Source: an optimization exercise on an open RTL-to-GDS flow (aim: small area). Production flows keep margins and buffers that such runs may drop.
In this exercise RTL edits were held to simulation tests only and were not proved equivalent to the original.
No activity file was given, so power comes from the tool's default toggle rates.

==> flow/design.v <==
package img_inv_pkg;
   localparam int FRAME_BYTES_DEF = 158;
   typedef logic [7:0] byte_t;
   typedef enum logic [2:0] {
      IDLE,
      RX_FILL,
      TX_LOAD,
      TX_SEND,
      TX_WAIT,
      DONE,
      CK_SEND,
      CK_WAIT
   } state_t;
endpackage
module img_frame_buf
#(
   parameter int LANES = 8,
   parameter int RINGS = 20,
   parameter int LW    = 3
) (
   input  logic          clock,
   input  logic          we,
   input  logic [LW-1:0] wcell,
   input  logic [7:0]    wdata,
   input  logic          shift,
   input  logic [LW-1:0] rcell,
   output logic [7:0]    rdata
);
   logic [7:0] ring [0:RINGS-1][0:LANES-1];
   always_ff @(posedge clock) begin
      for (int i = 0; i < LANES; i++) begin
         if (we && wcell == LW'(i)) ring[0][i] <= wdata;
         else                       ring[0][i] <= ring[0][(i+LANES-1)%LANES];
      end
      for (int j = 1; j < RINGS; j++) begin
         ring[j][0] <= shift ? ring[j-1][LANES-1] : ring[j][LANES-1];
         for (int i = 1; i < LANES; i++) ring[j][i] <= ring[j][i-1];
      end
   end
   assign rdata = ring[RINGS-1][rcell];
endmodule
import img_inv_pkg::*;
module img_inv_stream_ctrl
#(
   parameter int FRAME_BYTES = FRAME_BYTES_DEF,
   parameter int ADDR_W      = 8,
   parameter int CNT_W       = 12
) (
   input  logic             clock,
   input  logic             reset_rtl,
   input  logic [7:0]       i_rx_data,
   input  logic             i_rx_data_valid,
   input  logic             i_invert_en,
   output logic [7:0]       o_tx_data,
   output logic             o_tx_data_valid,
   input  logic             i_tx_done,
   output logic             o_busy,
   output logic             o_frame_done,
   output logic             o_overrun,
   output logic [CNT_W-1:0] o_frame_count,
   output logic [2:0]       o_dbg_state
);
   localparam int LANES = 8;
   localparam int LW    = 3;    
   localparam int RINGS = (FRAME_BYTES + LANES - 1) / LANES;
   localparam int FINAL = LANES * (RINGS - 1);
   localparam logic [ADDR_W-1:0] LAST = ADDR_W'(FRAME_BYTES - 1);
   img_inv_pkg::state_t state, state_next;
   logic [ADDR_W-1:0] cnt;
   logic              inv_q;
   logic [7:0]        rdata;
   logic [LW-1:0]     ph, lane, diff;
   logic [LANES-1:0]  pend;
   logic              idle, we, rd, shift, last;
   assign idle  = (state == IDLE);
   assign we    = (idle || state == RX_FILL) && i_rx_data_valid;
   assign rd    = (state == TX_SEND);
   assign lane  = idle ? '0 : cnt[LW-1:0];
   assign diff  = ph - lane;
   assign shift = pend[ph];
   assign last  = (cnt == LAST);
   img_frame_buf #(.LANES(LANES), .RINGS(RINGS)) u_buf (
      .clock (clock),
      .we    (we),
      .wcell (diff),
      .wdata (i_rx_data),
      .shift (shift),
      .rcell (diff - LW'(1)),
      .rdata (rdata)
   );
   assign o_busy       = !idle;
   assign o_dbg_state  = state;
   assign o_frame_done = (state == DONE);
   always_comb begin
      state_next = state;
      case (state)
         IDLE:    if (i_rx_data_valid) state_next = RX_FILL;
         RX_FILL: if (i_rx_data_valid && last) state_next = TX_LOAD;
         TX_LOAD: state_next = TX_SEND;
         TX_SEND: state_next = TX_WAIT;
         TX_WAIT: if (i_tx_done) state_next = last ? DONE : TX_LOAD;
         default: state_next = IDLE;
      endcase
   end
   always_ff @(posedge clock) begin
      if (idle) begin
         cnt   <= ADDR_W'(1);
         inv_q <= i_invert_en;
      end else if (state == RX_FILL && i_rx_data_valid) begin
         cnt <= last ? '0 : cnt + ADDR_W'(1);
      end else if (state == TX_WAIT && i_tx_done) begin
         cnt <= cnt + ADDR_W'(1);
      end
   end
   always_ff @(posedge clock) begin
      if (reset_rtl) begin
         ph   <= '0;
         pend <= '0;
      end else begin
         ph <= ph + LW'(1);
         for (int l = 0; l < LANES; l++) begin
            if (lane == LW'(l) && ((we && (idle || int'(cnt) < FINAL)) || rd)) pend[l] <= 1'b1;
            else if (ph == LW'(l)) pend[l] <= 1'b0;
         end
      end
   end
   always_ff @(posedge clock) begin
      if (reset_rtl) begin
         state           <= IDLE;
         o_tx_data       <= '0;
         o_tx_data_valid <= 1'b0;
         o_overrun       <= 1'b0;
         o_frame_count   <= '0;
      end else begin
         state           <= state_next;
         o_tx_data_valid <= rd;
         if (rd) o_tx_data <= inv_q ? ~rdata : rdata;
         if (state == TX_WAIT && i_tx_done && last) o_frame_count <= o_frame_count + CNT_W'(1);
         if (i_rx_data_valid && !idle && state != RX_FILL) o_overrun <= 1'b1;
      end
   end
endmodule
==> flow/run.sh <==
#!/bin/bash
# synth_recipe.tcl (not shown) runs the flow's synth.tcl, then flattens the netlist and writes it again
# the make line also repeats each setting of config.mk as NAME=value (left out here)
make -C /OpenROAD-flow-scripts/flow DESIGN_CONFIG=/design/flow/config.mk WORK_HOME=/design/flow/orfs CLKGATE_MAP_FILE= SYNTH_SCRIPT=/design/flow/synth_recipe.tcl finish
==> flow/config.mk <==
export PLATFORM = sky130hd
export DESIGN_NAME = img_inv_stream_ctrl
export DESIGN_NICKNAME = img_inv_stream_ctrl
export VERILOG_FILES = /design/flow/design.v
export SDC_FILE = /design/flow/constraint.sdc
export NUM_CORES = 4
export LEC_CHECK = 0
export CAP_MARGIN = 20
export CORE_MARGIN = 2
export CORE_UTILIZATION = 40
export CTS_BUF_LIST = sky130_fd_sc_hd__clkbuf_8
export CTS_CLUSTER_DIAMETER = 60
export CTS_CLUSTER_SIZE = 22
export SLEW_MARGIN = 20
==> flow/constraint.sdc <==
create_clock -name core_clock -period 5.0 [get_ports {clock}]
set_input_delay 1.0000 -clock core_clock [delete_from_list [all_inputs] [get_ports {clock}]]
set_output_delay 1.0000 -clock core_clock [all_outputs]
set_load 0.01 [all_outputs]
==> reports/qor.yml, run 1 <==
slowest_delay_ns: 0.59
synth-seq-cells: 1325
whs_ns: 0.317
fin_crit_sh_pct: 71.5
ctsHoldBuffers: 0
dp_slack_ns: 1.46
peakVddDrop_uv: 181
cts_setup_buffers: 0
final_area_um2: 33800
fin_tns_setup_ns: 0
crit_fanout: 16
hold_viol: 0
r2r_cells: 11
fin_skew_ns: 0.0250
cts.sink_count: 1325
min_path_cells: 0
die-area_um2: 79900
leakage_nw: 13.4
setup_viol: 0
gp_congestion: 0.767
syn_nets: 1851
path_cells: "or3_1 -> nand2_1 -> inv_1 -> ha_1 -> fa_1 -> xnor2_2 -> xnor2_1 -> buf_4 -> mux2i_1 -> mux2i_1 -> nand2_1"
postSynthAreaPerCell_um2: 17.0
cap_viol_max_count: 0
die_w_um: 283
fill_cells: 6720
root_buffer: "clkbuf_8"
area_delta_synth_final_pct: 8.82
antenna_found_initial: 2
cts_buffer_depth: 3
rsz0062_at_grt: "false"
whs_endpoint: "u_buf.ring[34][0]"
row_count: 102
cp.arrival_ns: 4.13
core_um2: 77200
start_util_pct: 40.2
netlist_area_um2: 31100
critPathLaunchType: "flip-flop"
fin_ws_ns: 1.42
worstMarginPinSlew_ns: 1.06
track_usage_pct: 10.0
clk-insertion-delay-late_ns: 0.68
cts_max_level: 3
dp_hpwl_um: 22400
min_from: "u_buf.ring[33][0]"
criticalPathCategory: "reg2reg"
r2r_slack_ns: 1.42
cts_buffers: 72
synth_edf_count: 1
grt_pass1_wl_um: 65200
p_per_area_nw_per_um2: 479
overflow: 0
synthCells: 1827
synthArstFlopShare_pct: 0
final_core_util_pct: 43.8
final_common_cell: "dfxtp_1"
r2r_start: "state[2]"
nNetsFinal: 1937
period_minus_slack_ns: 3.58
viasPerCell: 4.11
final_layout_size_suffix_gt1_share_pct: 13.4
final_cell_mix: "dfxtp_1 (1324), mux2_2 (138), mux2_1 (80), clkbuf_8 (74), clkdlybuf4s50_1 (39)"
outcome: "complete, no violations"
clk_pin_slew_ns: 0.12
route.vias.total: 12177
fmax_mhz: 280
yosysWarnings: 3
worstSetupEndpointType: "flip-flop"
io_pins: 40
ys.flop_type: "dfxtp_1"
die_h_um: 283
dr.first_iter.drc_count: 609
slowest_stage: "xnor2_1"
slew_headroom_pct: 29.1
critical_path_required_ns: 5.55
cts_resized: 0
port_buffers: 39
dr.pass1.iters: 4
cts_tree: "yes"
grt_pass1_vias: 12739
rr_endpoint: "o_tx_data[6]"
wirelength_um: 38700
routedWlPerCell_um: 13.1
synth_seq_area_share_pct: 85.4
grt_max_degree: 108
drc: 0
hp-class: "reg2reg"
dpl_cell_area_um2: 32700
ant_nets: 0
synth_cell_type_count: 53
maxSlewViolCount: 0
-- report_power, final --
| group | total [mW] | leakage, nW | internal, mW | switching (mW) |
|---|---|---|---|---|
| clock network | 4.32 | 0.592 | 1.44 | 2.88 |
| logic | 0.539 | 2.13 | 0.315 | 0.224 |
| registers | 11.3 | 10.7 | 11.1 | 0.198 |
-- worst max path at each step --
stage | startpoint | end | slack (ns) | depth (start not counted)
5_1_grt | state[2] | o_tx_data[6] | 1.20 | 11
3_5_place_dp | state[2] | o_tx_data[6] | 1.46 | 11
2_1_floorplan | state[2] | u_buf.ring[5][0] | 1.90 | 11
4_1_cts | state[0] | o_tx_data[6] | 1.44 | 11
6_report | state[2] | o_tx_data[6] | 1.42 | 11
3_3_place_gp | state[2] | o_tx_data[6] | 1.56 | 11
-- flip-flops by register name, summed over array words and instances, names as in the netlist --
signal           cells
u_buf.ring        1280
o_overrun            1
pend                 8
ph                   3
state                3
cnt                  8
o_tx_data            8
o_frame_count       12
o_tx_data_valid      1
inv_q                1
-- cell type report --
cell class / count / area (µm²) / share of cell area [%]
Antenna cell: 1 / 2.50 / 0.00740
Timing Repair Buffer: 45 / 448 / 1.32
Sequential cell: 1325 / 26500 / 78.5
Inverter: 14 / 52.6 / 0.155
Tap cell: 1040 / 1300 / 3.85
Multi-Input combinational cell: 455 / 4320 / 12.8
Clock buffer: 74 / 1020 / 3.01
Clock inverter: 12 / 129 / 0.381
-- cell families (layout without fill, tap and decap cells) --
logic type,after synthesis,count (layout),synth area share [%]
buffers and inverters,47,145,0.729
xor gates and xnor gates,18,18,0.532
muxes,256,256,9.82
adders and majority gates,11,11,0.467
DFF,1325,1325,85.4
other,0,1,0
and+or+nand+nor,131,131,2.18
AOI/OAI and AO/OA,39,39,0.862
-- cell usage after synthesis, types with 2 or more instances --
master    number  area [µm²]
nor2b_1        2        12.5
mux2_1        80         901
xor2_1         6        52.6
nor3b_1        2        15.0
nor2_2         3        18.8
mux4_2        17         383
buf_2         10        50.1
and3_1         5        31.3
nand2_1       35         131
o21ai_0        5        25.0
a211o_1        2        17.5
a31oi_1        3        18.8
a21boi_0       2        15.0
nand4_1        8        50.1
nor4_1         4        25.0
nor3_1         8        40.0
a21oi_1       13        65.1
mux2_2       138        1550
buf_4         10        75.1
a21o_1         2        15.0
ha_1          10         125
clkbuf_1      12        45.0
or3_1          4        25.0
inv_1         14        52.6
nor2_1        29         109
mux2i_1       20         200
nand3b_1      11        82.6
xnor2_1       11        96.3
and4bb_2       2        25.0
a22oi_1        2        15.0
nand3_1       11        55.1
o31ai_1        2        15.0
dfxtp_1     1324       26500
-- per-stage QoR --
step	std cells	power [mW]
2_1_floorplan	1827	11.9
3_3_place_gp	2879	12.1
3_5_place_dp	2879	12.1
4_1_cts	2965	16.4
5_1_grt	2966	16.9
6_report	2966	16.2
-- per-layer routing --
layer  track usage, %  wire [µm]
met4             3.54       1060
met2             14.9      16600
met5                0          0
met1             14.3      19800
met3             2.41       1320
-- critical path: cells and delay by family, from the launching register on --
family	cells	cell delay (ns)
XOR/XNOR	2	0.81
multiplexers	2	0.49
buffers and inverters	2	0.39
flip-flops	1	0.47
adder cells (fa/ha/maj)	2	0.58
AND/OR/NAND/NOR	3	0.72
==> run 2: changes to the inputs <==
--- a/flow/config.mk
+++ b/flow/config.mk
@@ -10,5 +10,2 @@
 export CORE_UTILIZATION = 40
-export CTS_BUF_LIST = sky130_fd_sc_hd__clkbuf_8
-export CTS_CLUSTER_DIAMETER = 60
-export CTS_CLUSTER_SIZE = 22
 export SLEW_MARGIN = 20
==> reports/qor.yml, run 2 <==
final_cell_mix: "dfxtp_1 (1324), mux2_2 (138), clkbuf_16 (115), mux2_1 (80), clkdlybuf4s50_1 (39)"
fin_total_pwr_mw: 20.2  # +24%
dr.pass1.iters: 4  # unchanged
period_minus_slack_ns: 3.56  # -0.0178 ns
post_synth_xor_area_fraction_pct: 0.532  # unchanged
dp_slack_ns: 1.46  # unchanged
critical_path_required_ns: 5.53  # -0.02 ns
dr.first_iter.drc_count: 602  # -1.1%
hp-class: "reg2reg"
fin_ws_ns: 1.44  # +0.0178 ns
synthCells: 1827  # unchanged
overflow: 0  # unchanged
synth_cell_type_count: 53  # unchanged
cts_buffers: 112  # +56%
die-area_um2: 79900  # unchanged
die_h_um: 283  # unchanged
top_regs: "u_buf.ring: 1280 flops, o_frame_count: 12 flops"
crit_fanout: 16  # unchanged
yosysTopAreaCell: "dfxtp_1"
final_layout_size_suffix_gt1_share_pct: 16.9  # +3.6 points
start_util_pct: 40.2  # unchanged
synth-compound-area-share_pct: 0.862  # unchanged
synthMostInstantiatedCell: "dfxtp_1"
yosysTopAreaCellShare_pct: 85.3  # unchanged
synth_seq_area_share_pct: 85.4  # unchanged
ctsHoldBuffers: 0  # unchanged
cts_max_level: 3  # unchanged
wirelength_um: 40300  # +4.1%
synth_simple_gate_area_share_pct: 2.18  # unchanged
worstMarginPinSlew_ns: 1.06  # +0.00839 ns
hold_viol: 0  # unchanged
clk_pin_slew_ns: 0.06  # -0.06 ns
synth_top_family_by_area: "multiplexers"
fin_skew_ns: 0.0200  # -0.00498 ns
cts_tree: "yes"
ys_top_cells_by_area: "dfxtp_1 (85%), mux2_2 (5.0%), mux2_1 (2.9%)"
port_buffers: 39  # unchanged
fmax_mhz: 281  # +0.50%
dp_hpwl_um: 22400  # unchanged
setup_viol: 0  # unchanged
antenna-diode-count: 0  # -1
regMostFlops: "u_buf.ring"
postSynthAreaPerCell_um2: 17.0  # unchanged
synthAdderAreaFrac_pct: 0.467  # unchanged
regArea_um2: 26500  # unchanged
fin_crit_sh_pct: 71.2  # -0.36 points
cts_resized: 0  # unchanged
critPathLaunchType: "flip-flop"
synth-seq-cells: 1325  # unchanged
route.vias.total: 12535  # +2.9%
cts_setup_buffers: 0  # unchanged
final_common_cell: "dfxtp_1"
antenna_found_initial: 1  # -1
synth_edf_count: 1  # unchanged
syn_nets: 1851  # unchanged
largest_register_ffs: 1280  # unchanged
die_w_um: 283  # unchanged
dp_cells: 2879  # unchanged
synthArstFlopShare_pct: 0  # unchanged
outcome: "complete, no violations"
rsz0062_at_grt: "false"
fin_cells: 3073  # +3.6%
io_pins: 40  # unchanged
multiInputGateArea_um2: 4320  # unchanged
maxSlewViolCount: 0  # unchanged
netlist_area_um2: 31100  # unchanged
criticalPathCategory: "reg2reg"
slew_headroom_pct: 28.5  # -0.56 points
leakage_nw: 14.6  # +8.8%
synthTopCellsByCount: "dfxtp_1 (1324), mux2_2 (138), mux2_1 (80), nand2_1 (35), nor2_1 (29)"
final_core_util_pct: 47.0  # +3.2 points
track_usage_pct: 10.4  # +0.42 points
clk-insertion-delay-late_ns: 0.66  # -0.02 ns
cts.sink_count: 1325  # unchanged
root_buffer: "clkbuf_16"
peakVddDrop_uv: 342  # +90%
fin_tns_setup_ns: 0  # unchanged
grt_max_degree: 108  # unchanged
row_count: 102  # unchanged
yosysWarnings: 3  # unchanged
grt_pass1_vias: 13289  # +4.3%
viasPerCell: 4.08  # -0.64%
cp.arrival_ns: 4.09  # -0.04 ns
ant_nets: 0  # unchanged
ys.flop_type: "dfxtp_1"
nNetsFinal: 1977  # +2.1%
cap_viol_max_count: 0  # unchanged
p_per_area_nw_per_um2: 556  # +16%
synthMuxAreaShare_pct: 9.82  # unchanged
area_delta_synth_final_pct: 16.7
grt_pass1_wl_um: 67700  # +3.9%
worstSetupEndpointType: "flip-flop"
routedWlPerCell_um: 13.1  # +0.43%
cts_buffer_depth: 3  # unchanged
drc: 0  # unchanged
core_um2: 77200  # unchanged
gp_congestion: 0.767  # unchanged
fill_cells: 6517  # -3.0%
## run 2: cell families (layout without fill, tap and decap cells)
| kind of cell | after synthesis | after routing |
|---|---|---|
| flops | 1325 | 1325 |
| xor+xnor | 18 | 18 |
| mux | 256 | 256 |
| buf+inv | 47 | 253 |
| simple gates | 131 | 131 |
| compound gates | 39 | 39 |
| fa+ha+maj | 11 | 11 |
## run 2: layer usage
layer | global-route usage, % | vias to the layer above | wire length (µm)
met5 | 0 | - | 0
met4 | 4.65 | 0 | 1230
met3 | 2.54 | 98 | 1520
met2 | 15.4 | 169 | 17100
met1 | 14.5 | 6015 | 20400
li1 | - | 6253 | -
## run 2: worst paths after layout
| kind | startpoint | slack [ns] | to | cells past startpoint |
|---|---|---|---|---|
| max | state[2] | 1.44 | o_tx_data[6] | 11 |
| min | u_buf.ring[27][0] | 0.31 | u_buf.ring[28][0] | 0 |
| max reg2reg | state[2] | 1.44 | o_tx_data[6] | 11 |
| min reg2reg | u_buf.ring[27][0] | 0.31 | u_buf.ring[28][0] | 0 |
## run 2: report_power, final
part / internal (mW) / switching, mW
logic: 0.315 / 0.226
registers: 11.1 / 0.199
clock network: 4.71 / 3.56
total: 16.2 / 3.98
## run 2: critical path, stage by stage (launching register included)
cell,delay (ns)
dfxtp_1,0.45
or3_1,0.52
nand2_1,0.13
inv_1,0.05
ha_1,0.18
fa_1,0.40
xnor2_2,0.21
xnor2_1,0.59
buf_4,0.34
mux2i_1,0.27
mux2i_1,0.23
nand2_1,0.07
## run 2: layout make-up
class | instances | area share, %
clock inverter | 29 | 0.725
tap | 1040 | 3.59
sequential | 1325 | 73.2
timing repair buffer | 45 | 1.24
inverter | 14 | 0.145
multi-input combinational | 455 | 11.9
clock buffer | 165 | 9.20
## run 2: through the flow
| step | area [µm²] | hold slack [ns] |
|---|---|---|
| 6_report | 36300 | 0.312 |
| 5_1_grt | 36300 | 0.313 |
| 4_1_cts | 36300 | 0.307 |
| 3_5_place_dp | 32700 | 0.312 |
| 3_3_place_gp | 32700 | 0.310 |
| 2_1_floorplan | 31100 | 0.310 |
==> run 3: changes to the inputs <==
--- a/flow/config.mk
+++ b/flow/config.mk
@@ -10,2 +10,5 @@
 export CORE_UTILIZATION = 40
+export CTS_BUF_LIST = sky130_fd_sc_hd__clkbuf_4
+export CTS_CLUSTER_DIAMETER = 40
+export CTS_CLUSTER_SIZE = 10
 export SLEW_MARGIN = 20
==> reports/qor.yml, run 3 <==
ant_nets: 0  # unchanged
ys_top_cells_by_area: "dfxtp_1 (85%), mux2_2 (5.0%), mux2_1 (2.9%)"
grt_pass1_wl_um: 67700  # about the same
yosysTopAreaCell: "dfxtp_1"
yosysTopAreaCellShare_pct: 85.3  # unchanged
p_per_area_nw_per_um2: 489  # -12%
gp_congestion: 0.767  # unchanged
period_minus_slack_ns: 3.54  # -0.0172 ns
die_w_um: 283  # unchanged
cts.sink_count: 1325  # unchanged
drc: 0  # unchanged
outcome: "complete, no violations"
start_util_pct: 40.2  # unchanged
fin_crit_sh_pct: 70.8  # -0.34 points
ys.flop_type: "dfxtp_1"
criticalPathCategory: "reg2reg"
final_common_cell: "dfxtp_1"
die_h_um: 283  # unchanged
cts_buffers: 154  # +38%
synth_edf_count: 1  # unchanged
fill_cells: 6767  # +3.8%
synth_seq_area_share_pct: 85.4  # unchanged
clk-insertion-delay-late_ns: 0.96  # +0.30 ns
whs_ns: 0.295  # -0.0170 ns
slew_headroom_pct: 28.3  # -0.28 points
top_regs: "u_buf.ring: 1280 flops, o_frame_count: 12 flops"
cts_buffer_depth: 3  # unchanged
regMostFlops: "u_buf.ring"
leakage_nw: 13.7  # -6.3%
wirelength_um: 40000  # -0.82%
root_buffer: "clkbuf_4"
cts_tree: "yes"
maxSlewViolCount: 0  # unchanged
peakVddDrop_uv: 189  # -45%
hp-class: "reg2reg"
syn_nets: 1851  # unchanged
dp_hpwl_um: 22400  # unchanged
cts_setup_buffers: 0  # unchanged
ctsHoldBuffers: 0  # unchanged
synthMuxAreaShare_pct: 9.82  # unchanged
netlist_area_um2: 31100  # unchanged
antenna_found_initial: 3  # +2
largest_register_ffs: 1280  # unchanged
cts_max_level: 4  # +1
synthAdderAreaFrac_pct: 0.467  # unchanged
synthTopCellsByCount: "dfxtp_1 (1324), mux2_2 (138), mux2_1 (80), nand2_1 (35), nor2_1 (29)"
nNetsFinal: 2019  # +2.1%
cp.arrival_ns: 4.40  # +0.31 ns
worstMarginPinSlew_ns: 1.07  # +0.00417 ns
fmax_mhz: 282  # +0.49%
critical_path_required_ns: 5.85  # +0.32 ns
synth-compound-area-share_pct: 0.862  # unchanged
fin_skew_ns: 0.0464  # +0.0264 ns
synthArstFlopShare_pct: 0  # unchanged
post_synth_xor_area_fraction_pct: 0.532  # unchanged
synth_cell_type_count: 53  # unchanged
fin_ws_ns: 1.46  # +0.0172 ns
synth_simple_gate_area_share_pct: 2.18  # unchanged
yosysWarnings: 3  # unchanged
io_pins: 40  # unchanged
setup_viol: 0  # unchanged
route.vias.total: 12651  # +0.93%
routedWlPerCell_um: 13.1  # -0.46%
synth-seq-cells: 1325  # unchanged
final_layout_size_suffix_gt1_share_pct: 17.4  # +0.51 points
cts_resized: 0  # unchanged
port_buffers: 39  # unchanged
grt_max_degree: 108  # unchanged
area_delta_synth_final_pct: 9.80
track_usage_pct: 10.6  # +0.11 points
synthMostInstantiatedCell: "dfxtp_1"
core_um2: 77200  # unchanged
worstSetupEndpointType: "flip-flop"
synthCells: 1827  # unchanged
dp_slack_ns: 1.46  # unchanged
postSynthAreaPerCell_um2: 17.0  # unchanged
critPathLaunchType: "flip-flop"
synth_top_family_by_area: "multiplexers"
row_count: 102  # unchanged
final_cell_mix: "dfxtp_1 (1324), clkbuf_4 (164), mux2_2 (138), mux2_1 (80), clkdlybuf4s50_1 (39)"
rsz0062_at_grt: "false"
fin_tns_setup_ns: 0  # unchanged
viasPerCell: 4.13  # +1.3%
clk_pin_slew_ns: 0.11  # +0.05 ns
dr.pass1.iters: 4  # unchanged
die-area_um2: 79900  # unchanged
grt_pass1_vias: 13550  # +2.0%
overflow: 0  # unchanged
crit_fanout: 16  # unchanged
hold_viol: 0  # unchanged
dr.first_iter.drc_count: 494  # -18%
cap_viol_max_count: 0  # unchanged
-- run 3: metrics by stage --
step | cells | total power, mW | utilization [%] | area (µm²)
global route | 3062 | 17.5 | 44.2 | 34100
CTS | 3059 | 17.0 | 44.2 | 34100
global placement | 2879 | 12.1 | 42.3 | 32700
floorplan | 1827 | 11.9 | - | 31100
detailed placement | 2879 | 12.1 | 42.3 | 32700
finish | 3062 | 16.7 | 44.2 | 34100
-- run 3: logic make-up (layout without fill, tap and decap cells) --
| logic type | after synthesis | after routing |
|---|---|---|
| and+or+nand+nor | 131 | 131 |
| AOI/OAI and AO/OA | 39 | 39 |
| adders and majority gates | 11 | 11 |
| other | 0 | 3 |
| xor gates and xnor gates | 18 | 18 |
| muxes | 256 | 256 |
| DFF | 1325 | 1325 |
| buffers and inverters | 47 | 239 |
-- run 3: area by class of cell --
class,instances,area [µm²],area share [%]
flip-flops and latches,1325,26500,77.8
inverters,14,52.6,0.154
repair buffers,45,448,1.31
well taps,1040,1300,3.81
clock inverters,16,216,0.635
multi-input cells,455,4320,12.7
clock buffers,164,1230,3.61
diodes,3,7.51,0.0220
-- run 3: worst max-delay path: stages (launching register included) --
cell and delay (ns):
dfxtp_1 0.47, or3_1 0.52, nand2_1 0.13, inv_1 0.05, ha_1 0.18, fa_1 0.40
xnor2_2 0.21, xnor2_1 0.57, buf_4 0.33, mux2i_1 0.26, mux2i_1 0.23, nand2_1 0.07
-- run 3: power by group --
| part | total [mW] | leakage (nW) | internal [mW] | switching (mW) |
|---|---|---|---|---|
| combinational | 0.539 | 2.13 | 0.315 | 0.225 |
| clock | 4.81 | 0.856 | 1.79 | 3.02 |
| sequential | 11.3 | 10.7 | 11.1 | 0.199 |
-- run 3: final timing paths --
| check | from | endpoint | slack, ns | cells past startpoint |
|---|---|---|---|---|
| worst max register to register | state[2] | o_tx_data[6] | 1.46 | 11 |
| worst min-delay path | u_buf.ring[126][7] | u_buf.ring[127][7] | 0.29 | 0 |
| worst max-delay path | state[2] | o_tx_data[6] | 1.46 | 11 |
| worst min register to register | u_buf.ring[126][7] | u_buf.ring[127][7] | 0.29 | 0 |
-- run 3: layer usage --
| layer | wire length [µm] | global-route usage, % | vias to the layer above |
|---|---|---|---|
| met5 | 0 | 0 | - |
| met4 | 1080 | 5.52 | 0 |
| met3 | 1590 | 3.29 | 100 |
| met2 | 17100 | 15.3 | 194 |
| met1 | 20200 | 14.2 | 6026 |
| li1 | - | - | 6331 |
==> run 4: changes to the inputs <==
--- a/flow/config.mk
+++ b/flow/config.mk
@@ -9,6 +9,7 @@
 export CORE_MARGIN = 2
-export CORE_UTILIZATION = 40
-export CTS_BUF_LIST = sky130_fd_sc_hd__clkbuf_4
-export CTS_CLUSTER_DIAMETER = 40
-export CTS_CLUSTER_SIZE = 10
+export CORE_UTILIZATION = 65
+export CTS_BUF_LIST = sky130_fd_sc_hd__clkbuf_16
+export CTS_CLUSTER_DIAMETER = 50
+export CTS_CLUSTER_SIZE = 36
+export PLACE_DENSITY = 0.75
 export SLEW_MARGIN = 20
==> reports/qor.yml, run 4 <==
gp_congestion: 0.803  # +4.6%
ant_nets: 0  # unchanged
critical_path_required_ns: 5.53  # -0.32 ns
cp.arrival_ns: 4.16  # -0.24 ns
cts_setup_buffers: 0  # unchanged
peakVddDrop_uv: 461  # +140%
io_pins: 40  # unchanged
dp_hpwl_um: 22000  # -1.7%
dp_cells: 2453  # -15%
row_count: 80  # -22%
nNetsFinal: 1920  # -4.9%
slowest_stage: "fa_1"
die_w_um: 223  # -21%
cts_tree: "yes"
route.vias.total: 12123  # -4.2%
syn_nets: 1851  # unchanged
synth_seq_area_share_pct: 85.4  # unchanged
grt_max_degree: 153  # +42%
drc: 0  # unchanged
period_minus_slack_ns: 3.63  # +0.0914 ns
start_util_pct: 65.5  # +25 points
cts_buffer_depth: 3  # unchanged
top_regs: "u_buf.ring: 1280 flops, o_frame_count: 12 flops"
postSynthAreaPerCell_um2: 17.0  # unchanged
clk-insertion-delay-late_ns: 0.65  # -0.31 ns
viasPerCell: 4.75  # +15%
port_buffers: 39  # unchanged
ys.flop_type: "dfxtp_1"
fin_skew_ns: 0.0305  # -0.0160 ns
final_common_cell: "dfxtp_1"
fin_tns_setup_ns: 0  # unchanged
yosysTopAreaCellShare_pct: 85.3  # unchanged
area_delta_synth_final_pct: 10.1
die-area_um2: 49600  # -38%
dr.pass1.iters: 4  # unchanged
root_buffer: "clkbuf_16"
leakage_nw: 13.8  # +0.96%
cts_buffers: 56  # -64%
worstSetupEndpointType: "flip-flop"
path_cells: "or3_1 -> nand2_1 -> inv_1 -> ha_1 -> fa_1 -> inv_1 -> nor3_1 -> nand2_1 -> mux2_2"
die_h_um: 223  # -21%
critPathLaunchType: "flip-flop"
synth_edf_count: 1  # unchanged
worstMarginPinSlew_ns: 1.26  # +0.190 ns
crit_fanout: 16  # unchanged
criticalPathCategory: "reg2reg"
fmax_mhz: 275  # -2.5%
antenna-diode-count: 0  # -3
core_um2: 47400  # -39%
track_usage_pct: 16.3  # +5.7 points
dr.first_iter.drc_count: 515  # +4.3%
maxSlewViolCount: 0  # unchanged
outcome: "complete, no violations"
cap_viol_max_count: 0  # unchanged
hold_viol: 0  # unchanged
cts_resized: 0  # unchanged
cts_max_level: 2  # -2
final_layout_size_suffix_gt1_share_pct: 13.9  # -3.5 points
final_cell_mix: "dfxtp_1 (1324), mux2_2 (138), mux2_1 (80), clkbuf_16 (57), clkdlybuf4s50_1 (39)"
netlist_area_um2: 31100  # unchanged
regMostFlops: "u_buf.ring"
setup_viol: 0  # unchanged
yosysWarnings: 3  # unchanged
routedWlPerCell_um: 15.4  # +18%
synthMostInstantiatedCell: "dfxtp_1"
synthTopCellsByCount: "dfxtp_1 (1324), mux2_2 (138), mux2_1 (80), nand2_1 (35), nor2_1 (29)"
overflow: 0  # unchanged
grt_pass1_vias: 12615  # -6.9%
ys_top_cells_by_area: "dfxtp_1 (85%), mux2_2 (5.0%), mux2_1 (2.9%)"
yosysTopAreaCell: "dfxtp_1"
fin_cells: 2554  # -17%
slowest_delay_ns: 0.93  # +0.36 ns
cts.sink_count: 1325  # unchanged
rsz0062_at_grt: "false"
grt_pass1_wl_um: 65400  # -3.4%
antenna_found_initial: 1  # -2
ctsHoldBuffers: 0  # unchanged
synth_cell_type_count: 53  # unchanged
fill_cells: 2934  # -57%
slew_headroom_pct: 16.2  # -12 points
hp-class: "reg2reg"
fin_crit_sh_pct: 72.6  # +1.8 points
wirelength_um: 39300  # -1.8%
largest_register_ffs: 1280  # unchanged
synth-seq-cells: 1325  # unchanged
clk_pin_slew_ns: 0.12  # about the same
synthCells: 1827  # unchanged
synthArstFlopShare_pct: 0  # unchanged
p_per_area_nw_per_um2: 517  # +5.8%
-- run 4: layer usage --
metal / up-vias / global-route usage, % / share of wire, %
met5: - / 0 / 0.033
li1: 6114 / - / -
met1: 5850 / 23.6 / 50
met4: 2 / 3.98 / 1.6
met3: 47 / 3.78 / 3.6
met2: 110 / 25.2 / 45
-- run 4: critical path: cells and delay by family, from the launching register on --
| kind | cells | cell delay [ns] |
|---|---|---|
| mux | 1 | 0.38 |
| fa+ha+maj | 2 | 1.11 |
| flops | 1 | 0.49 |
| simple gates | 4 | 1.32 |
| buf+inv | 2 | 0.24 |
-- run 4: path summary, 6_finish.rpt --
check,to,cells past startpoint,startpoint,slack [ns]
worst max register to register,u_buf.ring[1][5],9,state[2],1.37
worst min register to register,u_buf.ring[118][0],0,u_buf.ring[117][0],0.32
worst max-delay path,u_buf.ring[1][5],9,state[2],1.37
worst min-delay path,u_buf.ring[118][0],0,u_buf.ring[117][0],0.32
-- run 4: through the flow --
stage	util [%]	instance area, µm²	hold WS, ns	setup WS (ns)	power [mW]
4_1_cts	72.1	34200	0.315	1.40	17.9
3_3_place_gp	67.7	32100	0.310	1.57	12.1
3_5_place_dp	67.7	32100	0.312	1.42	12.1
2_1_floorplan	-	31100	0.310	1.90	11.9
5_1_grt	72.1	34200	0.320	1.11	18.3
6_report	72.1	34200	0.318	1.37	17.7
-- run 4: layout make-up --
| cell class | instances | area [µm²] | share of cell area (%) |
|---|---|---|---|
| Sequential cell | 1325 | 26500 | 77.6 |
| Clock inverter | 44 | 653 | 1.91 |
| Timing Repair Buffer | 44 | 440 | 1.29 |
| Multi-Input combinational cell | 455 | 4320 | 12.6 |
| Clock buffer | 57 | 1430 | 4.17 |
| Tap cell | 615 | 769 | 2.25 |
| Inverter | 14 | 52.6 | 0.154 |
-- run 4: cell families (layout without fill, tap and decap cells) --
family	Yosys count	in the layout	share of synthesized area (%)
multiplexers	256	256	9.82
AO/OA/AOI/OAI	39	39	0.862
adder cells (fa/ha/maj)	11	11	0.467
buffers and inverters	47	159	0.729
flip-flops	1325	1325	85.4
AND/OR/NAND/NOR	131	131	2.18
XOR/XNOR	18	18	0.532
-- run 4: report_power, final --
group	internal (mW)	total [mW]	switching, mW
combinational	0.317	0.537	0.220
clock	2.39	5.81	3.42
sequential	11.1	11.3	0.210
==> run 5: changes to the inputs <==
--- a/flow/design.v
+++ b/flow/design.v
@@ -71,5 +71,5 @@
    logic [7:0]        rdata;
-   logic [LW-1:0]     ph, lane, diff;
+   logic [LW-1:0]     pos;
    logic [LANES-1:0]  pend;
-   logic              idle, we, rd, shift, last;
+   logic              idle, we, rd, adv, mark, last;
    assign idle  = (state == IDLE);
@@ -77,13 +77,12 @@
    assign rd    = (state == TX_SEND);
-   assign lane  = idle ? '0 : cnt[LW-1:0];
-   assign diff  = ph - lane;
-   assign shift = pend[ph];
    assign last  = (cnt == LAST);
-   img_frame_buf #(.LANES(LANES), .RINGS(RINGS)) u_buf (
+   assign adv   = we || (state == TX_WAIT && i_tx_done);
+   assign mark  = (we && (idle || int'(cnt) < FINAL)) || rd;
+   img_frame_buf #(.LANES(LANES), .RINGS(RINGS), .LW(LW)) u_buf (
       .clock (clock),
       .we    (we),
-      .wcell (diff),
+      .wcell (pos),
       .wdata (i_rx_data),
-      .shift (shift),
-      .rcell (diff - LW'(1)),
+      .shift (pend[LANES-1]),
+      .rcell (pos - LW'(1)),
       .rdata (rdata)
@@ -116,10 +115,9 @@
       if (reset_rtl) begin
-         ph   <= '0;
+         pos  <= '0;
          pend <= '0;
       end else begin
-         ph <= ph + LW'(1);
-         for (int l = 0; l < LANES; l++) begin
-            if (lane == LW'(l) && ((we && (idle || int'(cnt) < FINAL)) || rd)) pend[l] <= 1'b1;
-            else if (ph == LW'(l)) pend[l] <= 1'b0;
-         end
+         if (state == RX_FILL && i_rx_data_valid && last) pos <= pos + LW'(FRAME_BYTES);
+         else if (!adv)                                    pos <= pos + LW'(1);
+         for (int i = 0; i < LANES; i++)
+            pend[i] <= (mark && pos == LW'(i)) || (i > 0 && pend[(i+LANES-1)%LANES]);
       end
--- a/flow/config.mk
+++ b/flow/config.mk
@@ -9,7 +9,6 @@
 export CORE_MARGIN = 2
-export CORE_UTILIZATION = 65
-export CTS_BUF_LIST = sky130_fd_sc_hd__clkbuf_16
-export CTS_CLUSTER_DIAMETER = 50
-export CTS_CLUSTER_SIZE = 36
-export PLACE_DENSITY = 0.75
+export CORE_UTILIZATION = 40
+export CTS_BUF_LIST = sky130_fd_sc_hd__clkbuf_8
+export CTS_CLUSTER_DIAMETER = 60
+export CTS_CLUSTER_SIZE = 20
 export SLEW_MARGIN = 20
==> reports/qor.yml, run 5 <==
final_core_util_pct: 43.9  # -28 points
row_count: 102  # +28%
cts_tree: "yes"
slowest_delay_ns: 0.77  # -0.16 ns
synthTopCellsByCount: "dfxtp_1 (1324), mux2_2 (215), nand2_1 (24), clkbuf_1 (23), a21oi_1 (21)"
critical_path_required_ns: 4.00  # -1.53 ns
leakage_nw: 13.2  # -4.3%
final_common_cell: "dfxtp_1"
synth_edf_count: 1  # unchanged
clk-insertion-delay-late_ns: 0.68  # +0.03 ns
postSynthAreaPerCell_um2: 16.9  # -0.83%
start_util_pct: 40.3  # -25 points
worstMarginPinSlew_ns: 1.06  # -0.201 ns
die-area_um2: 80100  # +62%
fin_cells: 2980  # +17%
final_cell_mix: "dfxtp_1 (1323), mux2_2 (215), clkbuf_8 (80), clkdlybuf4s50_1 (39), nand2_1 (24)"
outcome: "complete, no violations"
wirelength_um: 43000  # +9.6%
period_minus_slack_ns: 3.47  # -0.162 ns
root_buffer: "clkbuf_8"
routedWlPerCell_um: 14.4  # -6.1%
yosysTopAreaCellShare_pct: 85.1  # -0.22 points
largest_register_ffs: 1280  # unchanged
cts_buffers: 79  # +41%
grt_pass1_vias: 13215  # +4.8%
ctsHoldBuffers: 0  # unchanged
overflow: 0  # unchanged
p_per_area_nw_per_um2: 472  # -8.7%
final_layout_size_suffix_gt1_share_pct: 17.5  # +3.6 points
regArea_um2: 26500  # about the same
dp_cells: 2882  # +17%
viasPerCell: 4.23  # -11%
fin_total_pwr_mw: 16.0  # -9.3%
rsz0062_at_grt: "false"
fmax_mhz: 288  # +4.7%
dr_wl_met2_um: 17600  # +0.59%
synthArstFlopShare_pct: 0  # unchanged
top_regs: "u_buf.ring: 1280 flops, o_frame_count: 12 flops"
gp_congestion: 0.787  # -2.0%
regMostFlops: "u_buf.ring"
hp-class: "reg2reg"
path_cells: "or3_1 -> clkdlybuf4s50_1"
route.vias.total: 12596  # +3.9%
synthCells: 1847  # +1.1%
io_pins: 40  # unchanged
track_usage_pct: 10.8  # -5.5 points
criticalPathCategory: "reg2out"
netlist_area_um2: 31100  # +0.26%
port_buffers: 39  # unchanged
dr.pass1.iters: 5  # +1
grt_max_degree: 151  # -1.3%
fin_skew_ns: 0.0436  # +0.0131 ns
peakVddDrop_uv: 208  # -55%
cts_resized: 0  # unchanged
top_layer_used: "met4"
cp.arrival_ns: 2.47  # -1.69 ns
ys_top_cells_by_area: "dfxtp_1 (85%), mux2_2 (7.8%), mux2i_1 (0.55%)"
fin_crit_sh_pct: 69.4  # -3.2 points
dp_hpwl_um: 25100  # +14%
clk_pin_slew_ns: 0.12  # about the same
ant_nets: 0  # unchanged
crit_fanout: 18  # +2
synthMostInstantiatedCell: "dfxtp_1"
cap_viol_max_count: 0  # unchanged
cts.sink_count: 1325  # unchanged
drc: 0  # unchanged
dr.first_iter.drc_count: 683  # +33%
ys.flop_type: "dfxtp_1"
nNetsFinal: 1947  # +1.4%
yosysTopAreaCell: "dfxtp_1"
die_h_um: 283  # +27%
worstSetupEndpointType: "output port"
critPathLaunchType: "flip-flop"
routedLengthMet1_um: 21300  # +8.0%
synth_seq_area_share_pct: 85.2  # -0.22 points
multiInputGateArea_um2: 4310  # -0.20%
fin_tns_setup_ns: 0  # unchanged
maxSlewViolCount: 0  # unchanged
slowest_stage: "clkdlybuf4s50_1"
cts_setup_buffers: 0  # unchanged
slew_headroom_pct: 29.6  # +13 points
cts_buffer_depth: 3  # unchanged
fill_cells: 6787  # +130%
antenna_found_initial: 1  # unchanged
core_um2: 77300  # +63%
synth-seq-cells: 1325  # unchanged
synth_cell_type_count: 65  # +23%
syn_nets: 1871  # +1.1%
setup_viol: 0  # unchanged
hold_viol: 0  # unchanged
cts_max_level: 3  # +1
wl_met3_um: 2820  # +99%
yosysWarnings: 3  # unchanged
area_delta_synth_final_pct: 9.09
die_w_um: 283  # +27%
grt_pass1_wl_um: 70900  # +8.3%
whs_ns: 0.304  # -0.0143 ns
## run 5: where the power goes
group	internal (mW)	switching, mW
Combinational	0.246	0.207
Clock	1.67	2.98
Sequential	10.8	0.148
## run 5: cell families after synthesis
| group | count (synthesis) | share of synthesized area [%] |
|---|---|---|
| multiplexers | 233 | 8.35 |
| AND/OR/NAND/NOR | 89 | 1.85 |
| buffers and inverters | 68 | 0.984 |
| XOR/XNOR | 6 | 0.229 |
| AO/OA/AOI/OAI | 115 | 2.96 |
| adder cells (fa/ha/maj) | 11 | 0.442 |
| flip-flops | 1325 | 85.2 |
## run 5: path summary, 6_finish.rpt
path,endpoint,slack [ns],start,cells after the start
worst max-delay path,o_busy,1.53,state[1],2
worst min-delay path,u_buf.ring[91][0],0.30,u_buf.ring[90][0],0
worst max register to register,o_tx_data[5],2.10,pos[1],7
worst min register to register,u_buf.ring[91][0],0.30,u_buf.ring[90][0],0
## run 5: stage by stage
| stage | setup WS, ns | instance area (µm²) |
|---|---|---|
| after floorplan | 2.81 | 31100 |
| after global placement | 1.68 | 32700 |
| after detailed placement | 1.59 | 32700 |
| after CTS | 1.42 | 34000 |
| after global routing | 1.27 | 34000 |
| final | 1.53 | 34000 |
## run 5: metal layers
layer | GRT usage (%) | up-vias
met3 | 3.95 | 93
li1 | - | 6239
met1 | 14.9 | 6069
met4 | 4.05 | 0
met5 | 0 | -
met2 | 15.6 | 195
## run 5: worst max-delay path, delay by kind of cell, from the launching register on
family	cells	cell delay [ns]
buffers and inverters	1	0.77
and+or+nand+nor	1	0.25
DFF	1	0.75
## run 5: layout make-up
| type | instances | area share, % |
|---|---|---|
| clock buffers | 80 | 3.24 |
| flip-flops and latches | 1325 | 78.1 |
| inverters | 21 | 0.232 |
| repair buffers | 42 | 1.25 |
| clock inverters | 16 | 0.652 |
| diodes | 2 | 0.0147 |
| well taps | 1040 | 3.83 |
| multi-input cells | 454 | 12.7 |
==> run 6: changes to the inputs <==
==> flow/flow/run.sh (new file) <==
#!/bin/bash
# Layout flow: the standard ORFS flow (standard.sh, standard synthesis
# unchanged) with two changes:
#  - ports are buffered with the smallest buffer (buf_1) instead of the
#    default choice;
#  - clock tree: clkbuf_8 sink buffers, clusters of at most 20 sinks, and no
#    dummy loads.
# ORFS writes each step's full log under orfs/logs/; make's own output goes
# to standard.log in the work folder.
set -euo pipefail
export BUFFER_PORTS_ARGS="-buffer_cell sky130_fd_sc_hd__buf_1"
export CTS_ARGS="-sink_clustering_enable -repair_clock_nets -dont_use_dummy_load -buf_list sky130_fd_sc_hd__clkbuf_16 -sink_clustering_size 36 -sink_clustering_max_diameter 50"
bash standard.sh > standard.log 2>&1
==> flow/standard.sh (new file) <==
#!/bin/bash
# synth_recipe.tcl (not shown) runs the flow's synth.tcl, then flattens the netlist and writes it again
# the make line also repeats each setting of config.mk as NAME=value (left out here)
make -C /OpenROAD-flow-scripts/flow DESIGN_CONFIG=/design/flow/config.mk WORK_HOME=/design/flow/orfs CLKGATE_MAP_FILE= SYNTH_SCRIPT=/design/flow/synth_recipe.tcl "${@:-finish}"
removed: flow/run.sh
==> reports/qor.yml, run 6 <==
route.vias.total: 12636  # +0.32%
ctsHoldBuffers: 0  # unchanged
cts_setup_buffers: 0  # unchanged
outcome: "complete, no violations"
worstMarginPinSlew_ns: 1.10  # +0.0456 ns
cp_num_cells: 2  # unchanged
core_um2: 77300  # unchanged
fmax_mhz: 329  # +14%
port_buffers: 39  # unchanged
drc: 0  # unchanged
row_count: 102  # unchanged
cts_buffer_depth: 3  # unchanged
yosysWarnings: 3  # unchanged
min_path_cells: 0  # unchanged
yosysTopAreaCell: "dfxtp_1"
synthTopCellsByCount: "dfxtp_1 (1324), mux2_2 (215), nand2_1 (24), clkbuf_1 (23), a21oi_1 (21)"
cts_resized: 0  # unchanged
synthArstFlopShare_pct: 0  # unchanged
dr.pass1.iters: 5  # unchanged
dp_slack_ns: 1.98  # +0.393 ns
postSynthAreaPerCell_um2: 16.9  # unchanged
dp_hpwl_um: 25400  # +1.0%
start_util_pct: 40.3  # unchanged
slew_headroom_pct: 26.5  # -3.0 points
synth-seq-cells: 1325  # unchanged
final_common_cell: "dfxtp_1"
cts.sink_count: 1325  # unchanged
die-area_um2: 80100  # unchanged
synthMostInstantiatedCell: "dfxtp_1"
fill_cells: 6783  # -0.059%
synth_cell_type_count: 65  # unchanged
p_per_area_nw_per_um2: 503  # +6.7%
grt_pass1_wl_um: 70700  # -0.21%
leakage_nw: 13.5  # +1.9%
fin_crit_sh_pct: 60.8  # -8.5 points
die_h_um: 283  # unchanged
regMostFlops: "u_buf.ring"
fin_tns_setup_ns: 0  # unchanged
slowest_stage: "dfxtp_1"
final_area_um2: 34500  # +1.5%
startpoint: "state[1]"
yosysTopAreaCellShare_pct: 85.1  # unchanged
fin_total_pwr_mw: 17.4  # +8.3%
setup_viol: 0  # unchanged
critPathLaunchType: "flip-flop"
ys.flop_type: "dfxtp_1"
r2r_cells: 6  # -1
track_usage_pct: 10.8  # about the same
die_w_um: 283  # unchanged
routedWlPerCell_um: 14.6  # +1.3%
largest_register_ffs: 1280  # unchanged
clk-insertion-delay-late_ns: 0.63  # -0.05 ns
period_minus_slack_ns: 3.04  # -0.427 ns
nNetsFinal: 1953  # +0.31%
ant_nets: 0  # unchanged
final_layout_size_suffix_gt1_share_pct: 17.1  # -0.37 points
netlist_area_um2: 31100  # unchanged
r2r_start: "pos[1]"
path_cells: "or3_1 -> buf_1"
synth_edf_count: 1  # unchanged
root_buffer: "clkbuf_16"
syn_nets: 1871  # unchanged
area_delta_synth_final_pct: 10.7
wirelength_um: 43400  # +0.83%
critical_path_required_ns: 4.00  # about the same
ys_top_cells_by_area: "dfxtp_1 (85%), mux2_2 (7.8%), mux2i_1 (0.55%)"
cts_buffers: 83  # +5.1%
antenna-diode-count: 0  # -2
antenna_found_initial: 0  # -1
path_buf_inv: 1  # unchanged
hold_viol: 0  # unchanged
dr.first_iter.drc_count: 632  # -7.5%
fin_ws_ns: 1.96  # +0.427 ns
fin_skew_ns: 0.0737  # +0.0301 ns
worstSetupEndpointType: "output port"
top_regs: "u_buf.ring: 1280 flops, o_frame_count: 12 flops"
slowest_delay_ns: 0.71  # -0.06 ns
grt_pass1_vias: 13278  # +0.48%
cts_tree: "yes"
overflow: 0  # unchanged
min_from: "u_buf.ring[97][7]"
synth_seq_area_share_pct: 85.2  # unchanged
grt_max_degree: 68  # -55%
cp.arrival_ns: 2.04  # -0.43 ns
final_cell_mix: "dfxtp_1 (1323), mux2_2 (215), clkbuf_16 (83), buf_1 (39), nand2_1 (24)"
cts_max_level: 3  # unchanged
cap_viol_max_count: 0  # unchanged
io_pins: 40  # unchanged
gp_congestion: 0.798  # +1.4%
rsz0062_at_grt: "false"
dpl_cell_area_um2: 32400  # -0.74%
clk_pin_slew_ns: 0.09  # -0.03 ns
viasPerCell: 4.26  # +0.76%
criticalPathCategory: "reg2out"
crit_fanout: 18  # unchanged
synthCells: 1847  # unchanged
critical-path-top-delay-family: "flip-flops"
maxSlewViolCount: 0  # unchanged
hp-class: "reg2reg"
peakVddDrop_uv: 226  # +8.8%
==> run 6: stage by stage <==
stage                     utilization (%)  hold WS [ns]  instances
after detailed placement             41.9         0.312       2884
final                                44.6         0.277       2967
after CTS                            44.6         0.277       2967
after global routing                 44.6         0.270       2967
after global placement               41.9         0.310       2884
after floorplan                         -         0.310       1847
==> run 6: path summary, 6_finish.rpt <==
path	end	slack, ns
worst min register to register	u_buf.ring[98][7]	0.28
worst max register to register	o_tx_data[7]	2.14
worst max-delay path	o_busy	1.96
worst min-delay path	u_buf.ring[98][7]	0.28
==> run 6: layout make-up <==
class	instances	area [µm²]	share of cell area (%)
sequential	1325	26500	77.0
multi-input combinational	454	4310	12.5
clock buffer	83	2080	6.02
tap	1040	1300	3.77
timing repair buffer	44	184	0.533
inverter	21	78.8	0.229
==> run 6: power by group <==
part           switching, mW  internal, mW  total [mW]
clock                   3.05          2.94        5.99
sequential             0.143          10.8        10.9
combinational          0.210         0.233       0.444
==> run 6: logic make-up after synthesis <==
| kind of cell | Yosys count | synth area share [%] |
|---|---|---|
| AO/OA/AOI/OAI | 115 | 2.96 |
| flip-flops | 1325 | 85.2 |
| XOR/XNOR | 6 | 0.229 |
| buffers and inverters | 68 | 0.984 |
| adder cells (fa/ha/maj) | 11 | 0.442 |
| multiplexers | 233 | 8.35 |
| AND/OR/NAND/NOR | 89 | 1.85 |
==> run 6: metal layers <==
metal | part of all wire, % | routed length (µm) | vias to the layer above | track usage [%]
li1 | - | - | 6255 | -
met1 | 50 | 21600 | 6076 | 14.8
met2 | 40 | 17500 | 199 | 15.6
met3 | 6.4 | 2770 | 106 | 3.75
met4 | 3.6 | 1540 | 0 | 4.47
met5 | 0 | 0 | - | 0
==> run 7: changes to the inputs <==
--- a/flow/flow/run.sh
+++ b/flow/flow/run.sh
@@ -11,3 +11,3 @@
 export BUFFER_PORTS_ARGS="-buffer_cell sky130_fd_sc_hd__buf_1"
-export CTS_ARGS="-sink_clustering_enable -repair_clock_nets -dont_use_dummy_load -buf_list sky130_fd_sc_hd__clkbuf_16 -sink_clustering_size 36 -sink_clustering_max_diameter 50"
+export CTS_ARGS="-sink_clustering_enable -repair_clock_nets -dont_use_dummy_load -buf_list sky130_fd_sc_hd__clkbuf_8 -sink_clustering_size 20 -sink_clustering_max_diameter 60"
 bash standard.sh > standard.log 2>&1
==> reports/qor.yml, run 7 <==
cts_buffer_depth: 3  # unchanged
cap_viol_max_count: 0  # unchanged
dr.pass1.iters: 6  # +1
route.vias.total: 12571  # -0.51%
worstMarginPinSlew_ns: 1.10  # -0.00399 ns
path_cells: "or3_1 -> buf_1"
outcome: "complete, no violations"
use_met2_pct: 15.5  # -0.055 points
critical-path-top-delay-family: "flip-flops"
grt_pass1_vias: 13178  # -0.75%
synthCells: 1847  # unchanged
track_usage_pct: 10.8  # about the same
gp_congestion: 0.798  # unchanged
criticalPathCategory: "reg2out"
min_path_cells: 0  # unchanged
final_area_um2: 33500  # -2.9%
dpl_cell_area_um2: 32400  # unchanged
p_per_area_nw_per_um2: 468  # -7.1%
synth-seq-cells: 1325  # unchanged
largest_register_ffs: 1280  # unchanged
core_um2: 77300  # unchanged
clk_pin_slew_ns: 0.11  # +0.02 ns
period_minus_slack_ns: 3.06  # +0.0224 ns
cts_buffers: 79  # -4.8%
viasPerCell: 4.24  # -0.41%
ant_nets: 0  # unchanged
grt_max_degree: 68  # unchanged
overflow: 0  # unchanged
yosysWarnings: 3  # unchanged
yosysTopAreaCellShare_pct: 85.1  # unchanged
top_regs: "u_buf.ring: 1280 flops, o_frame_count: 12 flops"
whs_endpoint: "u_buf.ring[69][3]"
final_common_cell: "dfxtp_1"
synthMostInstantiatedCell: "dfxtp_1"
cts_resized: 0  # unchanged
r2r_cells: 6  # unchanged
setup_viol: 0  # unchanged
rr_endpoint: "o_tx_data[6]"
antenna_found_initial: 1  # +1
final_cell_mix: "dfxtp_1 (1323), mux2_2 (215), clkbuf_8 (79), buf_1 (39), nand2_1 (24)"
use_met3_pct: 3.53  # -0.23 points
slew_headroom_pct: 26.8  # +0.27 points
yosysTopAreaCell: "dfxtp_1"
fin_tns_setup_ns: 0  # unchanged
cts.sink_count: 1325  # unchanged
critical_path_required_ns: 4.00  # about the same
drc: 0  # unchanged
nNetsFinal: 1949  # -0.20%
synthArstFlopShare_pct: 0  # unchanged
dr.first_iter.drc_count: 589  # -6.8%
path_buf_inv: 1  # unchanged
worstSetupEndpointType: "output port"
fin_skew_ns: 0.0936  # +0.0198 ns
top_usage_layer: "met2"
synth_seq_area_share_pct: 85.2  # unchanged
ctsHoldBuffers: 0  # unchanged
fin_ws_ns: 1.94  # -0.0224 ns
netlist_area_um2: 31100  # unchanged
dp_hpwl_um: 25400  # unchanged
io_pins: 40  # unchanged
synth_edf_count: 1  # unchanged
min_from: "u_buf.ring[68][3]"
synth_cell_type_count: 65  # unchanged
maxSlewViolCount: 0  # unchanged
crit_fanout: 18  # unchanged
fin_cells: 2964  # -0.10%
critPathLaunchType: "flip-flop"
dp_cells: 2884  # unchanged
row_count: 102  # unchanged
rsz0062_at_grt: "false"
hold_viol: 0  # unchanged
port_buffers: 39  # unchanged
synthTopCellsByCount: "dfxtp_1 (1324), mux2_2 (215), nand2_1 (24), clkbuf_1 (23), a21oi_1 (21)"
leakage_nw: 13.0  # -3.4%
die-area_um2: 80100  # unchanged
fin_crit_sh_pct: 61.3  # +0.45 points
postSynthAreaPerCell_um2: 16.9  # unchanged
r2r_start: "pos[1]"
die_w_um: 283  # unchanged
dp_slack_ns: 1.98  # unchanged
ys_top_cells_by_area: "dfxtp_1 (85%), mux2_2 (7.8%), mux2i_1 (0.55%)"
cts_tree: "yes"
wirelength_um: 43200  # -0.47%
regMostFlops: "u_buf.ring"
clk-insertion-delay-late_ns: 0.70  # +0.07 ns
start_util_pct: 40.3  # unchanged
grt_pass1_wl_um: 70700  # unchanged
r2r_slack_ns: 2.15  # about the same
fin_total_pwr_mw: 15.7  # -9.8%
cts_setup_buffers: 0  # unchanged
peakVddDrop_uv: 197  # -13%
cts_max_level: 3  # unchanged
ys.flop_type: "dfxtp_1"
fmax_mhz: 326  # -0.73%
grtUsageMet1_pct: 15.1  # +0.27 points
cp.arrival_ns: 2.06  # +0.02 ns
slowest_delay_ns: 0.73  # +0.02 ns
root_buffer: "clkbuf_8"
die_h_um: 283  # unchanged
slowest_stage: "dfxtp_1"
hp-class: "reg2reg"
routedWlPerCell_um: 14.6  # -0.37%
area_delta_synth_final_pct: 7.55
syn_nets: 1871  # unchanged
final_layout_size_suffix_gt1_share_pct: 17.0  # -0.17 points
-- run 7: cell types whose count changed in the layout (fill, tap and decap cells not counted) --
cell / before / now
clkbuf_16: 83 / 0
clkbuf_8: 0 / 79
diode_2: 0 / 1
-- run 7: per-layer routing --
metal,vias to the layer above,wire [µm]
li1,6219,-
met1,6047,21800
met2,194,17400
met3,111,2590
met4,0,1390
met5,-,0
-- run 7: cell families after synthesis --
group	after synthesis	synth area share (%)
compound gates	115	2.96
mux	233	8.35
fa+ha+maj	11	0.442
simple gates	89	1.85
buf+inv	68	0.984
flops	1325	85.2
xor+xnor	6	0.229
-- run 7: worst register-to-register path, delay by kind of cell (launching register included) --
| family | cells | cell delay (ns) |
|---|---|---|
| DFF | 1 | 0.48 |
| AOI/OAI and AO/OA | 3 | 0.62 |
| adders and majority gates | 1 | 0.59 |
| buffers and inverters | 1 | 0.14 |
| and+or+nand+nor | 1 | 0.94 |
-- run 7: layout make-up --
| cell class | count | area (µm²) |
|---|---|---|
| multi-input combinational | 454 | 4310 |
| timing repair buffer | 44 | 184 |
| clock buffer | 79 | 1090 |
| tap | 1040 | 1300 |
| fill | 6858 | 43800 |
| inverter | 21 | 78.8 |
| sequential | 1325 | 26500 |
| antenna | 1 | 2.50 |
-- run 7: worst max path at each step --
stage                     from          endpoint  slack [ns]  depth (start not counted)
3_3_place_gp   i_rx_data_valid  u_buf.ring[0][1]        2.02                          5
6_report              state[1]            o_busy        1.94                          2
3_5_place_dp   i_rx_data_valid  u_buf.ring[0][1]        1.98                          5
4_1_cts               state[1]            o_busy        1.81                          2
5_1_grt               state[1]            o_busy        1.65                          2
2_1_floorplan        reset_rtl      o_tx_data[0]        2.81                          5
-- run 7: report_power, final --
group	internal, mW	switching [mW]	leakage [nW]
Clock	1.43	2.86	0.568
Sequential	10.8	0.143	10.7
Combinational	0.233	0.211	1.76
-- run 7: through the flow --
stage	hold slack, ns	utilization [%]
after floorplan	0.310	-
after global placement	0.310	41.9
after detailed placement	0.312	41.9
after CTS	0.232	43.3
after global routing	0.226	43.3
final	0.231	43.3
==> run 8: changes to the inputs <==
--- a/flow/design.v
+++ b/flow/design.v
@@ -25,2 +25,3 @@
    input  logic          shift,
+   input  logic          hold,
    input  logic [LW-1:0] rcell,
@@ -35,3 +36,3 @@
       for (int j = 1; j < RINGS; j++) begin
-         ring[j][0] <= shift ? ring[j-1][LANES-1] : ring[j][LANES-1];
+         ring[j][0] <= ({8{shift}} & ring[j-1][LANES-1]) | ({8{hold}} & ring[j][LANES-1]);
          for (int i = 1; i < LANES; i++) ring[j][i] <= ring[j][i-1];
@@ -73,2 +74,3 @@
    logic [LANES-1:0]  pend;
+   logic              hold;       
    logic              idle, we, rd, adv, mark, last;
@@ -86,2 +88,3 @@
       .shift (pend[LANES-1]),
+      .hold  (hold),
       .rcell (pos - LW'(1)),
@@ -117,3 +120,5 @@
          pend <= '0;
+         hold <= 1'b1;
       end else begin
+         hold <= !((mark && pos == LW'(LANES-1)) || pend[LANES-2]);
          if (state == RX_FILL && i_rx_data_valid && last) pos <= pos + LW'(FRAME_BYTES);
==> reports/qor.yml, run 8 <==
synthCells: 1843  # -0.22%
synth_seq_area_share_pct: 86.9  # +1.7 points
cts_max_level: 3  # unchanged
criticalPathCategory: "reg2out"
drc: 0  # unchanged
netlist_area_um2: 30500  # -1.9%
cts_buffer_depth: 3  # unchanged
core_um2: 75800  # -2.0%
largest_register_ffs: 1280  # unchanged
grtUsageMet1_pct: 15.1  # -0.020 points
clk_pin_slew_ns: 0.11  # about the same
slowest_stage: "nor3_1"
port_buffers: 39  # unchanged
dr.pass1.iters: 5  # -1
ys.flop_type: "dfxtp_1"
synth_simple_gate_area_share_pct: 2.02  # +0.18 points
cts_resized: 0  # unchanged
row_count: 101  # -0.98%
synth-seq-cells: 1326  # +0.075%
synthMuxAreaShare_pct: 2.77  # -5.6 points
outcome: "complete, no violations"
worstMarginPinSlew_ns: 0.955  # -0.143 ns
synthArstFlopShare_pct: 0  # unchanged
peakVddDrop_uv: 269  # +36%
antenna_found_initial: 1  # unchanged
p_per_area_nw_per_um2: 467  # -0.12%
dpl_cell_area_um2: 31800  # -2.0%
cts.sink_count: 1326  # +0.075%
routedWlPerCell_um: 14.2  # -2.5%
route.vias.total: 12559  # -0.095%
final_cell_mix: "dfxtp_1 (1323), a22o_1 (165), clkbuf_8 (78), mux2_2 (68), buf_1 (39)"
slew_headroom_pct: 36.3  # +9.5 points
top_regs: "u_buf.ring: 1280 flops, o_frame_count: 12 flops"
final_area_um2: 32900  # -1.9%
maxSlewViolCount: 0  # unchanged
path_cells: "nor3_1 -> inv_1 -> buf_1"
synth_top_family_by_area: "compound AO/OA/AOI/OAI gates"
grt_max_degree: 121  # +78%
fin_skew_ns: 0.0426  # -0.0509 ns
synthMostInstantiatedCell: "dfxtp_1"
fin_ws_ns: 2.19  # +0.252 ns
track_usage_pct: 10.7  # -0.13 points
use_met3_pct: 2.56  # -0.96 points
use_met2_pct: 15.9  # +0.36 points
setup_viol: 0  # unchanged
slowest_delay_ns: 0.49  # -0.24 ns
critical_path_required_ns: 4.00  # about the same
dp_slack_ns: 2.22  # +0.240 ns
die_w_um: 280  # -0.96%
die-area_um2: 78600  # -1.9%
fin_crit_sh_pct: 56.3  # -5.0 points
hp-class: "reg2reg"
critPathLaunchType: "flip-flop"
rsz0062_at_grt: "false"
dp_hpwl_um: 22500  # -11%
start_util_pct: 40.3  # about the same
worstSetupEndpointType: "output port"
io_pins: 40  # unchanged
leakage_nw: 12.6  # -2.9%
synthTopCellsByCount: "dfxtp_1 (1325), a22o_1 (165), mux2_2 (68), clkbuf_1 (49), nor2_1 (26)"
final_layout_size_suffix_gt1_share_pct: 8.42  # -8.5 points
period_minus_slack_ns: 2.81  # -0.252 ns
root_buffer: "clkbuf_8"
clk-insertion-delay-late_ns: 0.69  # about the same
regMostFlops: "u_buf.ring"
ys_top_cells_by_area: "dfxtp_1 (87%), a22o_1 (4.7%), mux2_2 (2.5%)"
wirelength_um: 41100  # -4.9%
top_usage_layer: "met2"
grt_pass1_vias: 13064  # -0.87%
crit_fanout: 14  # -4
synth_edf_count: 1  # unchanged
gp_congestion: 0.781  # -2.1%
postSynthAreaPerCell_um2: 16.6  # -1.7%
fin_total_pwr_mw: 15.3  # -2.0%
nNetsFinal: 1937  # -0.62%
cp.arrival_ns: 1.81  # -0.25 ns
synth_cell_type_count: 51  # -22%
dr.first_iter.drc_count: 643  # +9.2%
synth-compound-area-share_pct: 6.22  # +3.3 points
viasPerCell: 4.35  # +2.5%
ctsHoldBuffers: 0  # unchanged
cap_viol_max_count: 0  # unchanged
final_common_cell: "dfxtp_1"
grt_pass1_wl_um: 68500  # -3.2%
yosysWarnings: 3  # unchanged
cts_setup_buffers: 0  # unchanged
cts_tree: "yes"
ant_nets: 0  # unchanged
fmax_mhz: 356  # +9.0%
cts_buffers: 78  # -1.3%
overflow: 0  # unchanged
fin_tns_setup_ns: 0  # unchanged
syn_nets: 1867  # -0.21%
hold_viol: 0  # unchanged
synthAdderAreaFrac_pct: 0.451  # +0.0087 points
area_delta_synth_final_pct: 7.58  # about the same
yosysTopAreaCell: "dfxtp_1"
die_h_um: 280  # -0.96%
yosysTopAreaCellShare_pct: 86.8  # +1.7 points
post_synth_xor_area_fraction_pct: 0.750  # +0.52 points
## run 8: changes by cell type after synthesis, sizes merged, moves of 10 or more
cell,delta
a22o,+162
mux2,-148
clkbuf,+25
nor2,+18
buf,-17
o31ai,-12
xor2,+12
nor3,+11
or4,-10
## run 8: cell families (layout without fill, tap and decap cells)
family          Yosys count  in the layout
fa+ha+maj                11             11
simple gates            111            111
other cells               0              1
buf+inv                  67            135
flops                  1326           1326
xor+xnor                 24             24
mux                      76             76
compound gates          228            228
## run 8: worst paths after layout
| path | start | to | slack, ns | cells past startpoint |
|---|---|---|---|---|
| worst max register to register | pos[1] | o_tx_data[2] | 2.38 | 7 |
| worst min-delay path | u_buf.ring[108][7] | u_buf.ring[109][7] | 0.29 | 0 |
| worst min register to register | u_buf.ring[108][7] | u_buf.ring[109][7] | 0.29 | 0 |
| worst max-delay path | state[2] | o_busy | 2.19 | 3 |
## run 8: worst max-delay path, delay by kind of cell, from the launching register on
family / cells / cell delay (ns)
buffers and inverters: 2 / 0.21
DFF: 1 / 0.47
and+or+nand+nor: 1 / 0.49
## run 8: routing by layer
layer	part of all wire, %	wire length, µm
met5	0	0
met1	52	21200
met4	2.8	1130
met3	3.2	1320
met2	42	17400
## run 8: layout make-up
cell class                 count  area, µm²
antenna                        1       2.50
clock buffer                  78       1070
fill                        6680      43000
inverter                      12       45.0
multi-input combinational    450       3730
sequential                  1326      26600
tap                          978       1220
timing repair buffer          45        224
## run 8: report_power, final
part / total [mW] / internal [mW] / switching [mW]
clock network: 4.23 / 1.42 / 2.82
logic: 0.287 / 0.159 / 0.128
registers: 10.8 / 10.7 / 0.0975
total: 15.3 / 12.3 / 3.04
## run 8: stage by stage
step | util, % | hold slack, ns | std cells
after floorplan | - | 0.310 | 1843
after global placement | 41.9 | 0.311 | 2810
after detailed placement | 41.9 | 0.312 | 2810
after CTS | 43.3 | 0.297 | 2888
after global routing | 43.3 | 0.297 | 2890
final | 43.3 | 0.295 | 2890

-- what the ideal ports hide --
Ports are ideal in the flow. The routed layouts listed here were re-timed in OpenROAD.
Step 1: set_driving_cell puts a clkbuf_16 on clock and a buf_2 on each other input, an assumption about the parent block.
Step 2 times the ports against the registers' clock, not the clock port: input delays grow and output delays shrink by t, the midpoint of the rising clock arrivals with the driver on.
Three values: ideal, step 1, step 2; two values: the first two.
run	t, ns	slack for setup (ns)	hold WS [ns]	slew at the worst register clock pin (ns)	worst data-port slew with drivers (ns)
run 1	0.716	1.424 / 1.424 / 1.424	0.317 / 0.317 / 0.317	0.12 / 0.12	0.07
run 2	0.705	1.442 / 1.442 / 1.442	0.312 / 0.312 / 0.312	0.07 / 0.07	0.07
run 3	0.994	1.459 / 1.422 / 1.459	0.295 / 0.295 / 0.295	0.11 / 0.11	0.07
run 4	0.686	1.368 / 1.368 / 1.368	0.318 / 0.318 / 0.318	0.12 / 0.12	0.08
run 5	0.726	1.530 / 1.474 / 1.610	0.304 / 0.304 / 0.304	0.12 / 0.12	0.10
run 6	0.659	1.958 / 1.897 / 1.949	0.277 / 0.277 / 0.277	0.10 / 0.10	0.12
run 7	0.704	1.935 / 1.878 / 1.994	0.231 / 0.231 / 0.231	0.12 / 0.12	0.12
run 8	0.712	2.187 / 2.130 / 2.223	0.295 / 0.295 / 0.295	0.12 / 0.12	0.03
After both steps every run listed still meets setup and hold. For run 6, which loses most, drivers alone change the setup slack by -0.061 ns; drivers and shift together by -0.009 ns.
